Source: an optimization exercise on an open RTL-to-GDS flow (aim: small area and a short achievable clock period). Production flows keep margins and buffers that such runs may drop. The RTL was checked by simulation tests, not by an equivalence proof against the original design. Power is estimated from default activity; no workload was simulated.

// cpu_core
module cpu_core (
	input  wire logic               clk_i,
	input  wire logic               rst_i,
	output      logic [32-1:0] imem_addr_o,
	input  wire logic [32-1:0] imem_data_i,     
	output      logic [32-1:0] dmem_addr_o,
	output      logic [32-1:0] dmem_wdata_o,
	input  wire logic [32-1:0] dmem_rdata_i,    
	output      logic               dmem_wr_o,       
	output      logic               dmem_rd_o
);
Size in the first run: ~3600 cells after synthesis, ~49000 um2 of cells after synthesis.
clock: 11.0 ns
lec_check: 0
cap_margin: 20
core_margin: 2
core_utilization: 45
cts_buf_list: sky130_fd_sc_hd__clkbuf_16
cts_cluster_diameter: 100
cts_cluster_size: 20
setup_slack_margin: 4
slew_margin: 20
synth_hierarchical: 1
tns_end_percent: 5
standard.sh (not shown) runs the stock make flow with config.mk's settings and CLKGATE_MAP_FILE= SYNTH_SCRIPT=/design/flow/synth_recipe.tcl, a recipe that flattens the netlist after the stock synthesis.
==> flow/flow/run.sh <==
#!/bin/bash
# Own layout flow: the standard ORFS flow, with two modules mapped by
# hand instead of by ABC: the register-file read ports (flow/gen_rdport.py),
# the load/store address adder (flow/gen_addr.py) and the alu adder
# (flow/gen_alu_add.py). Ports get buf_2
# buffers. Every tool's output goes to a log file in this folder.
set -euo pipefail
W=$(pwd)

# hand-mapped cells
python3 flow/gen_rdport.py "$W/rdport_cells.v" > "$W/gen_rdport.log" 2>&1
python3 flow/gen_addr.py "$W/addr_cells.v" > "$W/gen_addr.log" 2>&1
python3 flow/gen_alu_add.py "$W/alu_add_cells.v" > "$W/gen_alu_add.log" 2>&1

# The standard flow's synthesis script, with those modules swapped before flattening
python3 - "$W" <<'PY' > "$W/my_synth.log" 2>&1
import sys
w = sys.argv[1]
s = open(f"{w}/synth_recipe.tcl").read()
swap = (
    "yosys delete cpu_rdport cpu_addr_add cpu_alu_add\n"
    f"yosys read_verilog {w}/rdport_cells.v\n"
    f"yosys read_verilog {w}/addr_cells.v\n"
    f"yosys read_verilog {w}/alu_add_cells.v\n"
    "yosys hierarchy -top $::env(DESIGN_NAME)\n"
)
key = "setattr -mod -unset keep_hierarchy"
assert key in s
s = s.replace(key, swap + key, 1)
open(f"{w}/my_synth.tcl", "w").write(s)
print(s)
PY

bash standard.sh SYNTH_SCRIPT="$W/my_synth.tcl" BUFFER_PORTS_ARGS="-buffer_cell sky130_fd_sc_hd__buf_2" finish > "$W/make_finish.log" 2>&1
Other scripts of this flow, unchanged in this note and not shown: flow/flow/gen_addr.py, flow/flow/gen_alu_add.py, flow/flow/gen_rdport.py
Next try:
--- a/flow/flow/run.sh
+++ b/flow/flow/run.sh
@@ -1,3 +1,3 @@
 #!/bin/bash
-# Own layout flow: the standard ORFS flow, with two modules mapped by
+# Own layout flow: the standard ORFS flow, with three modules mapped by
 # hand instead of by ABC: the register-file read ports (flow/gen_rdport.py),
GPL_ROUTABILITY_DRIVEN = 0   (was default)
SETUP_SLACK_MARGIN = 3.5   (was 4)
Effect: The changed run went through all stages and came out clean; clock skew barely changes; cell count drops by 0.88%; synthesized area does not change; count of clock-buffer cells in the layout climbs by 2; wire length stays flat; die area is unchanged.

---

Another version of the RTL of cpu_core (not shown whole).
Size in the first run: ~3,700 cells after synthesis, about 160 I/O pins, about 49,000 um^2 of cells after synthesis.
export LEC_CHECK = 0
export CAP_MARGIN = 20
export CORE_MARGIN = 2
export CORE_UTILIZATION = 45
export CTS_BUF_LIST = sky130_fd_sc_hd__clkbuf_16
export CTS_CLUSTER_DIAMETER = 100
export CTS_CLUSTER_SIZE = 20
export SETUP_SLACK_MARGIN = 4
export SLEW_MARGIN = 20
export SYNTH_HIERARCHICAL = 1
export TNS_END_PERCENT = 5
create_clock -name core_clock -period 11.0 [get_ports {clk_i}]
==> flow/flow/run.sh <==
#!/bin/bash
# Own layout flow: the standard ORFS flow, with two modules mapped by
# hand instead of by ABC: the register-file read ports (flow/gen_rdport.py),
# the load/store address adder (flow/gen_addr.py) and the alu adder
# (flow/gen_alu_add.py). Ports get buf_2
# buffers. Every tool's output goes to a log file in this folder.
set -euo pipefail
W=$(pwd)

# hand-mapped cells
python3 flow/gen_rdport.py "$W/rdport_cells.v" > "$W/gen_rdport.log" 2>&1
python3 flow/gen_addr.py "$W/addr_cells.v" > "$W/gen_addr.log" 2>&1
python3 flow/gen_alu_add.py "$W/alu_add_cells.v" > "$W/gen_alu_add.log" 2>&1

# The standard flow's synthesis script, with those modules swapped before flattening
python3 - "$W" <<'PY' > "$W/my_synth.log" 2>&1
import sys
w = sys.argv[1]
s = open(f"{w}/synth_recipe.tcl").read()
swap = (
    "yosys delete cpu_rdport cpu_addr_add cpu_alu_add\n"
    f"yosys read_verilog {w}/rdport_cells.v\n"
    f"yosys read_verilog {w}/addr_cells.v\n"
    f"yosys read_verilog {w}/alu_add_cells.v\n"
    "yosys hierarchy -top $::env(DESIGN_NAME)\n"
)
key = "setattr -mod -unset keep_hierarchy"
assert key in s
s = s.replace(key, swap + key, 1)
open(f"{w}/my_synth.tcl", "w").write(s)
print(s)
PY

bash standard.sh SYNTH_SCRIPT="$W/my_synth.tcl" BUFFER_PORTS_ARGS="-buffer_cell sky130_fd_sc_hd__buf_2" finish > "$W/make_finish.log" 2>&1
Other scripts of this flow, unchanged in this note and not shown: flow/flow/gen_addr.py, flow/flow/gen_alu_add.py, flow/flow/gen_rdport.py
The first run went through all stages and came out clean.
Edit:
Settings changed: SETUP_SLACK_MARGIN 4 to 3.5.
Effect: Global-route usage drops by 0.60 points; wire length came out lower by 1.9%; non-clock buffer count went down by 12; final area is about the same; clock power goes down by about 2%; sequential cell count does not change; worst setup slack improves by 0.094 ns; count of clock-buffer cells in the layout does not change; total power falls by 0.71%; sequential share of layout area climbs by 0.11 points; via count goes down by 0.71%.

## afterwards: timing with drivers on the ports
Ports are ideal in the flow. The routed layouts listed here were re-timed in OpenROAD. Step 1 assumes that a clkbuf_16 drives the clock port and a buf_2 every other input. Step 2, shift: input delay + t, output delay - t, t = (earliest + latest rising clock arrival at the registers) / 2. This alone moves slack from input paths to output paths. a / b / c = ideal ports / drivers / drivers and shift; a / b = the first two.
run	t (ns)	setup WS [ns]	cell pins on the clock port's net
the first run of note 1	0.739	3.079 / 3.007 / 2.745	1
the second run of note 1	0.740	2.940 / 2.765 / 2.454	1
the first run of note 2	0.782	2.934 / 2.871 / 2.558	1
the second run of note 2	0.792	3.029 / 2.916 / 2.568	1
After both steps setup and hold are still met in every run listed. The setup slack of the second run of note 1, which loses most, moves by -0.175 ns with the drivers and by -0.486 ns with both steps.
